This is an optimization exercise on Yosys and OpenROAD, whose aim is a short achievable clock period and few clock cycles, not a production implementation.
The RTL was checked by simulation tests, not by an equivalence proof against the original design.
Power and IR drop assume default switching activity.

// rsc_core
module rsc_core (
    input  wire logic           i_clk,
    input  wire logic           i_rst,
    input  wire rsc_pkg::word_t i_inst,
    output rsc_pkg::word_t      o_pc,
    input  wire rsc_pkg::word_t i_mem_rd_data,
    output rsc_pkg::word_t      o_mem_addr,
    output rsc_pkg::word_t      o_mem_wr_data,
    output logic                o_mem_wr_en
);
    localparam int BTB_N = 16;
    logic [15:0] r_pc;
    logic [15:0] r_pc_o;        
    logic        r_ras_v;
    logic [15:0] r_ras;
    logic        r_btb_v   [BTB_N];
    logic [3:0]  r_btb_tag [BTB_N];     
    logic [15:0] r_btb_tgt [BTB_N];
    logic        d_v;
    logic [15:0] d_pc;
    logic [15:0] d_inst;
    logic        d_ptaken;      
    logic        d_jpv;         
    logic [15:0] d_jtgt;
    logic        e_v;
    logic [15:0] e_pc;
    logic        e_wr;
    logic [2:0]  e_dst;
    logic        e_ld;
    logic        e_st;
    logic        e_beq;
    logic        e_jalr;
    logic        e_nand;
    logic        e_sela;        
    logic        e_selb;
    logic [15:0] e_opa;
    logic [15:0] e_opb;
    logic        e_asel;        
    logic        e_bsel;
    logic [15:0] e_aop;
    logic [15:0] e_bop;
    logic        e_ptaken;
    logic [15:0] e_alt;         
    logic        e_jpv;
    logic        e_mb_ab_n, e_mb_ab_t, e_mb_1b_n, e_mb_1b_t, e_mb_1a_n, e_mb_1a_t, e_mb_11_n;
    logic        e_mj_1, e_mj_a, e_mj_np;
    logic [15:0] e_jtgt;
    logic        x1_wr;
    logic [2:0]  x1_dst;
    logic        x1_ld;
    logic        x1_eld;        
    logic        e_eld;
    logic        e_fld;         
    logic        d_fld;
  ...
Size: roughly 3400 cells after synthesis, ~83 I/O pins, roughly 41000 sq um of cells after synthesis.
==> flow/config.mk <==
export PLATFORM = sky130hd
export DESIGN_NAME = rsc_core
export DESIGN_NICKNAME = rsc_core
export VERILOG_FILES = /design/flow/design.v
export SDC_FILE = /design/flow/constraint.sdc
export NUM_CORES = 4
export LEC_CHECK = 0
export CAP_MARGIN = 20
export CORE_MARGIN = 2
export CORE_UTILIZATION = 40
export SETUP_SLACK_MARGIN = 5
export SLEW_MARGIN = 20
export SYNTH_HIERARCHICAL = 1
export SYNTH_MINIMUM_KEEP_SIZE = 0
==> flow/constraint.sdc <==
create_clock -name core_clock -period 6.5 [get_ports {i_clk}]
set_input_delay 1.3000 -clock core_clock [delete_from_list [all_inputs] [get_ports {i_clk}]]
set_output_delay 1.3000 -clock core_clock [all_outputs]
set_load 0.01 [all_outputs]
standard.sh (not shown) runs the stock make flow with config.mk's settings and CLKGATE_MAP_FILE= SYNTH_SCRIPT=/design/flow/synth_recipe.tcl, a recipe that flattens the netlist after the stock synthesis.
==> flow/flow/run.sh <==
#!/bin/bash
# The standard layout (standard.sh), except that the port buffers are buf_4 cells,
# which the resizer may size, rather than the delay-cell buffers it picks by default.
set -euo pipefail
bash standard.sh "BUFFER_PORTS_ARGS=-buffer_cell sky130_fd_sc_hd__buf_4" finish > flow.log 2>&1
The first run went through all stages and came out clean.
Testbench counts at the start, summed over its fixed seeds: cycles 48,340.
Edit:
--- a/flow/design.v
+++ b/flow/design.v
@@ -263,43 +263,36 @@
             b_reg = x3_val;
         else
             b_reg = b_rf;
     end
     assign a_val = a_ldin ? i_mem_rd_data : a_reg;
     assign b_val = b_ldin ? i_mem_rd_data : b_reg;
     logic        d_sa, d_sb, d_jpvn;
     assign d_sa   = a_e && !e_fld;
     assign d_sb   = b_e && !e_fld;
-    logic        r_kv;
-    logic [15:0] r_kval;
-    logic        a_kn;               
-    logic [15:0] d_kadd;
-    assign a_kn = a_e && r_kv;
-    rsc_ksa #(.W(16), .CI(1'b0)) u_d_kadd (.i_a(r_kval), .i_b({{9{d_inst[6]}}, d_inst[6:0]}),
-                                           .o_s(d_kadd), .o_co());
-    assign d_jpvn = d_jpv || a_ready || a_ldin || a_kn;
+    assign d_jpvn = d_jpv || a_ready || a_ldin;
     logic        stall;
     logic        redir_d;
     logic        redir_e;
     logic [15:0] tgt_e;
     logic        r_st;
     logic        f_st, h_st;
     assign f_st  = (f_ha[3] ? (d_lw && !d_fld) : (f_ha[2] && e_ld && !e_fld && !e_eld)) ||
                    (f_hb[3] ? (d_lw && !d_fld) : (f_hb[2] && e_ld && !e_fld && !e_eld));
     assign h_st  = (a_e || b_e) && e_ld && !e_fld && !e_eld;
     assign stall = d_v && r_st;
     logic        redir_dj;
     logic [15:0] tgt_d;
-    assign redir_dj = d_v && d_jalr && !d_jpv && (a_ready || a_ldin || a_kn);
+    assign redir_dj = d_v && d_jalr && !d_jpv && (a_ready || a_ldin);
     assign redir_d  = redir_dj;
     logic        d_pt;               
     assign d_pt     = d_ptaken;
-    assign tgt_d    = a_kn ? r_kval : a_val;
+    assign tgt_d    = a_val;
     logic        d_eld;
     logic        e_port;         
     assign e_port = e_v && (e_st || (e_ld && !e_eld && !e_fld));
     assign d_eld = d_v && d_lw && d_inst[9:7] == 3'd0 && !d_fld && !e_port;
     logic        f_issue;
     assign f_issue = f_op == 3'd5 && i_inst[9:7] == 3'd0 && !stall && !d_eld &&
                      !e_port && !(d_v && d_sw);
     logic [15:0] x_fa, x_fb;
     logic [15:0] x_a, x_b;
@@ -466,21 +459,19 @@
         if (i_rst || stall || !d_v)
             e_eld <= 1'b0;
         else
             e_eld <= d_eld;
         if (i_rst || stall || !d_v)
             e_fld <= 1'b0;
         else
             e_fld <= d_fld;
         r_maddr  <= (f_issue || d_eld) ? m_early : x_sum;    
-        e_jtgt   <= d_jpv ? d_jtgt : tgt_d;
-        r_kv     <= d_v && !stall && (d_lui || (d_op == 3'd1 && a_kn));
-        r_kval   <= d_lui ? d_imm : d_kadd;
+        e_jtgt   <= d_jpv ? d_jtgt : a_val;
         if (i_rst) begin
             x1_wr <= 1'b0;
             x1_ld <= 1'b0;
             x1_eld <= 1'b0;
             x1_fld <= 1'b0;
             x1_st <= 1'b0;
         end else begin
             x1_wr <= e_v && e_wr;
             x1_ld <= e_v && e_ld && !e_fld;
Effect: Cell count is lower by about 6%; wire length is lower by about 6%; sequential share of layout area is higher by 1.8 points; non-clock buffer count is lower by 48; utilization is lower by 0.80 points; total power is lower by 9.2%; register-to-register slack barely changes; cell area is lower by about 6%; global-route usage is lower by 0.40 points.
Testbench counts after the change, summed over its fixed seeds: cycles 48,642.

========
== violet ==
Another version of the RTL of rsc_core (not shown whole).
Size in the first run: ~3,100 cells after synthesis, about 83 I/O pins.
clock: 6.5 ns
lec_check: 0
cap_margin: 20
core_margin: 2
core_utilization: 40
setup_slack_margin: 5
slew_margin: 20
synth_hierarchical: 1
synth_minimum_keep_size: 0
run.sh (not shown) runs the stock make flow with config.mk's settings and CLKGATE_MAP_FILE= SYNTH_SCRIPT=/design/flow/synth_recipe.tcl, a recipe that flattens the netlist after the stock synthesis.
Stock flow here: none of the scripts above is used.
Testbench counts of violet, summed over its fixed seeds: cycles 48,642.
For fjord, these inputs were changed with respect to violet:
diff --git a/flow/design.v b/flow/design.v
--- a/flow/design.v
+++ b/flow/design.v
@@ -328,19 +328,19 @@
     logic [15:0] pc_rest;
     assign pc_sel_f = !(redir_d || stall);
     assign pc_s_bt  = !i_rst && pc_sel_f && f_ptaken;
     assign pc_s_nb  = !i_rst && pc_sel_f && !f_ptaken;
     assign pc_s_e   = !i_rst && redir_e;
     assign pc_s_d   = !i_rst && redir_d;
     assign pc_s_h   = !i_rst && !redir_d && stall;
     for (genvar i = 0; i < 16; i++) begin : g_pcn
-        rsc_g_ao5 u_m (.i_s0(pc_s_bt), .i_d0(f_btgt[i]), .i_s1(pc_s_nb), .i_d1(f_nonbr[i]),
-                       .i_s2(1'b0), .i_d2(1'b0), .i_s3(pc_s_d), .i_d3(tgt_d[i]),
-                       .i_s4(pc_s_h), .i_d4(r_pc[i]), .o_y(pc_rest[i]));
+        rsc_g_ao4 u_m (.i_s0(pc_s_bt), .i_d0(f_btgt[i]), .i_s1(pc_s_nb), .i_d1(f_nonbr[i]),
+                       .i_s2(pc_s_d), .i_d2(tgt_d[i]), .i_s3(pc_s_h), .i_d3(r_pc[i]),
+                       .o_y(pc_rest[i]));
         rsc_g_mux2 u_e (.i_s(pc_s_e), .i_d1(tgt_e[i]), .i_d0(pc_rest[i]), .o_y(pc_next[i]));
     end
     assign o_mem_addr    = r_maddr;
     assign o_mem_wr_data = x1_sd;
     assign o_mem_wr_en   = x1_st;
     always_ff @(posedge i_clk) begin
         r_pc <= pc_next;
         r_fz <= f_zero;
@@ -599,16 +599,31 @@
     output logic            o_y
 );
     assign o_y = i_v & (|(i_t & i_c) | |i_k);
 endmodule
 module rsc_g_mux2 (input wire logic i_s, input wire logic i_d1, input wire logic i_d0,
                    output logic o_y);
     assign o_y = i_s ? i_d1 : i_d0;
 endmodule
+module rsc_g_ao4 (input wire logic i_s0, input wire logic i_d0, input wire logic i_s1,
+                  input wire logic i_d1, input wire logic i_s2, input wire logic i_d2,
+                  input wire logic i_s3, input wire logic i_d3, output logic o_y);
+    logic y01, y23;
+    rsc_g_a22oi u_01 (.i_a1(i_s0), .i_a2(i_d0), .i_b1(i_s1), .i_b2(i_d1), .o_y(y01));
+    rsc_g_a22oi u_23 (.i_a1(i_s2), .i_a2(i_d2), .i_b1(i_s3), .i_b2(i_d3), .o_y(y23));
+    rsc_g_nand2 u_o (.i_a(y01), .i_b(y23), .o_y(o_y));
+endmodule
+module rsc_g_a22oi (input wire logic i_a1, input wire logic i_a2, input wire logic i_b1,
+                    input wire logic i_b2, output logic o_y);
+    assign o_y = ~((i_a1 & i_a2) | (i_b1 & i_b2));
+endmodule
+module rsc_g_nand2 (input wire logic i_a, input wire logic i_b, output logic o_y);
+    assign o_y = ~(i_a & i_b);
+endmodule
 module rsc_g_pg (input wire logic i_a, input wire logic i_b, output logic o_p, output logic o_g);
     assign o_p = i_a ^ i_b;
     assign o_g = i_a & i_b;
 endmodule
 module rsc_g_ao21 (input wire logic i_a, input wire logic i_b, input wire logic i_c,
                    output logic o_y);
     assign o_y = i_a | (i_b & i_c);
 endmodule
--- outcome ---
Diff fjord..violet | wire length after detailed routing | negligible. fjord vs. violet: power went up by 3.6%, estimated wirelength of the detail-placed design dropped 2.1%, count of endpoints failing hold in the final timing report did not really move, setup skew after layout went up.
Testbench counts of fjord, summed over its fixed seeds: cycles 48,642.

========
nickel:
rsc_core, a different RTL version from the one above (not shown whole).
For scale: about 3,600 cells after synthesis, about 83 I/O pins.
clock: 6.5 ns
lec_check: 0
cap_margin: 20
core_margin: 2
core_utilization: 40
setup_slack_margin: 5
slew_margin: 20
synth_hierarchical: 1
synth_minimum_keep_size: 0
standard.sh (not shown) runs the stock make flow with config.mk's settings and CLKGATE_MAP_FILE= SYNTH_SCRIPT=/design/flow/synth_recipe.tcl, a recipe that flattens the netlist after the stock synthesis.
Scripts as last shown in full above: flow/flow/run.sh
nickel reached the end of the flow, and the finished layout is clean on the timing, DRC and antenna checks.
Testbench counts of nickel, summed over its fixed seeds: cycles 47,878.
For tundra, these inputs were changed with respect to nickel:
--- a/flow/design.v
+++ b/flow/design.v
@@ -160,12 +160,14 @@
     logic [15:0] q_tgt;
     assign f_idx     = r_pc[3:0];
     assign q_hit     = r_btb_v[f_idx] && r_btb_tag[f_idx] == r_pc[7:4];
     assign q_tgt     = r_btb_tgt[f_idx];
     assign f_btb_hit = r_bq_v && r_bq_hit;
     assign f_use_ras = r_ras_v && i_inst[12:10] == 3'd0;
+    assign f_jpv     = f_jalr && (f_use_ras || f_btb_hit);
+    assign f_jtgt    = f_use_ras ? r_ras : r_bq_tgt;
     logic [8:0]  f_hi_c1, f_hi_c0;
     assign f_hi_c1 = i_inst[6] ? r_pc[15:7] : f_hi_inc;
     assign f_hi_c0 = i_inst[6] ? f_hi_dec : r_pc[15:7];
     for (genvar i = 0; i < 9; i++) begin : g_fhi
         rsc_g_mux2 u_m (.i_s(f_lo_co), .i_d1(f_hi_c1[i]), .i_d0(f_hi_c0[i]), .o_y(f_hi[i]));
     end
@@ -266,38 +268,17 @@
     logic        d_sa, d_sb, d_jpvn;
     assign d_sa   = a_e && !e_fld;
     assign d_sb   = b_e && !e_fld;
     logic        r_kv;
     logic [15:0] r_kval;
     logic        a_kn;               
-    logic        r_kaddv;            
-    logic [15:0] r_kadd;             
+    logic [15:0] d_kadd;
     assign a_kn = a_e && r_kv;
+    rsc_ksa #(.W(16), .CI(1'b0)) u_d_kadd (.i_a(r_kval), .i_b({{9{d_inst[6]}}, d_inst[6:0]}),
+                                           .o_s(d_kadd), .o_co());
     assign d_jpvn = d_jpv || a_ready || a_ldin || a_kn;
-    logic        d_kn;
-    logic [15:0] d_kres;
-    assign d_kn   = d_v && d_wr && (d_lui || (d_op == 3'd1 && r_kaddv));
-    assign d_kres = r_kadd;
-    logic        f_kaddv;
-    logic [15:0] f_kadd;
-    assign f_kaddv = f_ha[3] && d_kn;
-    logic        f_kjp;
-    assign f_kjp   = f_op == 3'd1 && f_wr && f_kaddv;
-    logic        f_klo_co;
-    logic [8:0]  f_khi_inc, f_khi_dec, f_khi_c1, f_khi_c0;
-    rsc_ksa #(.W(7), .CI(1'b0)) u_f_klo (.i_a(d_kres[6:0]), .i_b(i_inst[6:0]), .o_s(f_kadd[6:0]),
-                                         .o_co(f_klo_co));
-    rsc_finc #(.W(9)) u_f_khi_inc (.i_a(d_kres[15:7]), .o_s(f_khi_inc));
-    rsc_fdec #(.W(9)) u_f_khi_dec (.i_a(d_kres[15:7]), .o_s(f_khi_dec));
-    assign f_khi_c1 = i_inst[6] ? d_kres[15:7] : f_khi_inc;
-    assign f_khi_c0 = i_inst[6] ? f_khi_dec : d_kres[15:7];
-    for (genvar i = 0; i < 9; i++) begin : g_fkhi
-        rsc_g_mux2 u_m (.i_s(f_klo_co), .i_d1(f_khi_c1[i]), .i_d0(f_khi_c0[i]), .o_y(f_kadd[7+i]));
-    end
-    assign f_jpv  = f_jalr && (f_use_ras || f_btb_hit);
-    assign f_jtgt = f_use_ras ? r_ras : r_bq_tgt;
     logic        stall;
     logic        redir_d;
     logic        redir_e;
     logic [15:0] tgt_e;
     logic        r_st;
     logic        f_st, h_st;
@@ -396,14 +377,14 @@
         r_pc   <= pc_next;
         r_pc_o <= pc_next_o;
         r_fz <= f_zero;
         r_fzr <= i_inst[12:10];
         r_bq_v <= !redir_e && ((pc_s_nb && !f_jpv) || (r_bq_v && pc_s_h));
         if (!stall) begin
-            r_bq_hit <= q_hit || f_kjp;
-            r_bq_tgt <= f_kjp ? f_kadd : q_tgt;
+            r_bq_hit <= q_hit;
+            r_bq_tgt <= q_tgt;
         end
         if (i_rst || redir_e)
             d_v <= 1'b0;
         else if (!stall)
             d_v <= !redir_d;
         if (!stall) begin
@@ -417,14 +398,12 @@
             d_srcb   <= f_srcb;
             d_wr     <= f_wr;
             d_ha     <= f_ha;
             d_hb     <= f_hb;
             r_st     <= f_st;
             d_rfa    <= f_rfa;
-            r_kaddv  <= f_kaddv;
-            r_kadd   <= (f_op == 3'd3) ? {i_inst[9:0], 6'd0} : f_kadd;
             d_rfb    <= f_rfb;
         end else begin
             d_ha     <= {1'b0, d_ha[3:1]};
             d_hb     <= {1'b0, d_hb[3:1]};
             r_st     <= h_st;
             if (a_3)
@@ -493,14 +472,14 @@
         if (i_rst || stall || !d_v)
             e_fld <= 1'b0;
         else
             e_fld <= d_fld;
         r_maddr  <= (f_issue || d_eld) ? m_early : x_sum;    
         e_jtgt   <= d_jpv ? d_jtgt : tgt_d;
-        r_kv     <= d_kn && !stall;
-        r_kval   <= d_kres;
+        r_kv     <= d_v && !stall && (d_lui || (d_op == 3'd1 && a_kn));
+        r_kval   <= d_lui ? d_imm : d_kadd;
         if (i_rst) begin
             x1_wr <= 1'b0;
             x1_ld <= 1'b0;
             x1_eld <= 1'b0;
             x1_fld <= 1'b0;
             x1_st <= 1'b0;
Notes after the runs:
- Between nickel and tundra, the difference in clock skew is negligible.
- Inserted tap cell count, nickel and tundra, higher one = nickel.
- Of tundra and nickel, it is tundra that has the higher number of resized instances in the post-cts repair step.
- Sort nickel and tundra by number of global-route vias before repair, descending, and tundra comes first.
- Diff nickel and tundra: number of buffers created by CTS lower in tundra
- When the final numbers for nickel and tundra were put side by side, the routed wire length turned out to be greater in tundra.
- Status: area of all placed cells without fillers parity (tundra, nickel)
- Diff nickel -> tundra: met2 capacity usage during global routing climbed 2.1 points, count of clock-net buffers in the final layout dropped 21.
- For nickel, the last element of the critical path was r_pc_o[11], unlike tundra, where it was r_pc[10].
- Changes observed in tundra relative to nickel: global-route total usage across every layer now sits higher, total grt overflow flat.
- Sort nickel and tundra by hold slack, ascending, and nickel comes first.
Testbench counts of tundra, summed over its fixed seeds: cycles 48,185.

what the ideal ports hide:
Ports are ideal in the flow. The routed layouts listed here were re-timed in OpenROAD.
Step 1: set_driving_cell puts a clkbuf_16 on i_clk and a buf_2 on each other input, an assumption about the parent block.
Step 2 also shifts input and output timing later by t, the mid clock arrival at the registers, as if the neighbouring blocks saw the same clock.
a / b / c = ideal ports / drivers / drivers and shift; a / b = the first two.
run | shift t [ns] | setup WS [ns] | worst setup path at the end
the first run of note 1 | 0.754 | 3.783 / 3.660 / 2.907 | input to register
the second run of note 1 | 0.752 | 3.839 / 3.785 / 3.033 | input to register
violet | 0.735 | 3.535 / 3.535 / 2.847 | input to register
fjord | 0.748 | 3.645 / 3.650 / 2.903 | input to register
nickel | 0.750 | 3.903 / 3.719 / 2.969 | input to register
tundra | 0.762 | 3.836 / 3.630 / 2.868 | input to register
After both steps setup and hold are still met in every run listed. For tundra, which loses most, drivers alone change the setup slack by -0.206 ns; drivers and shift together by -0.968 ns.
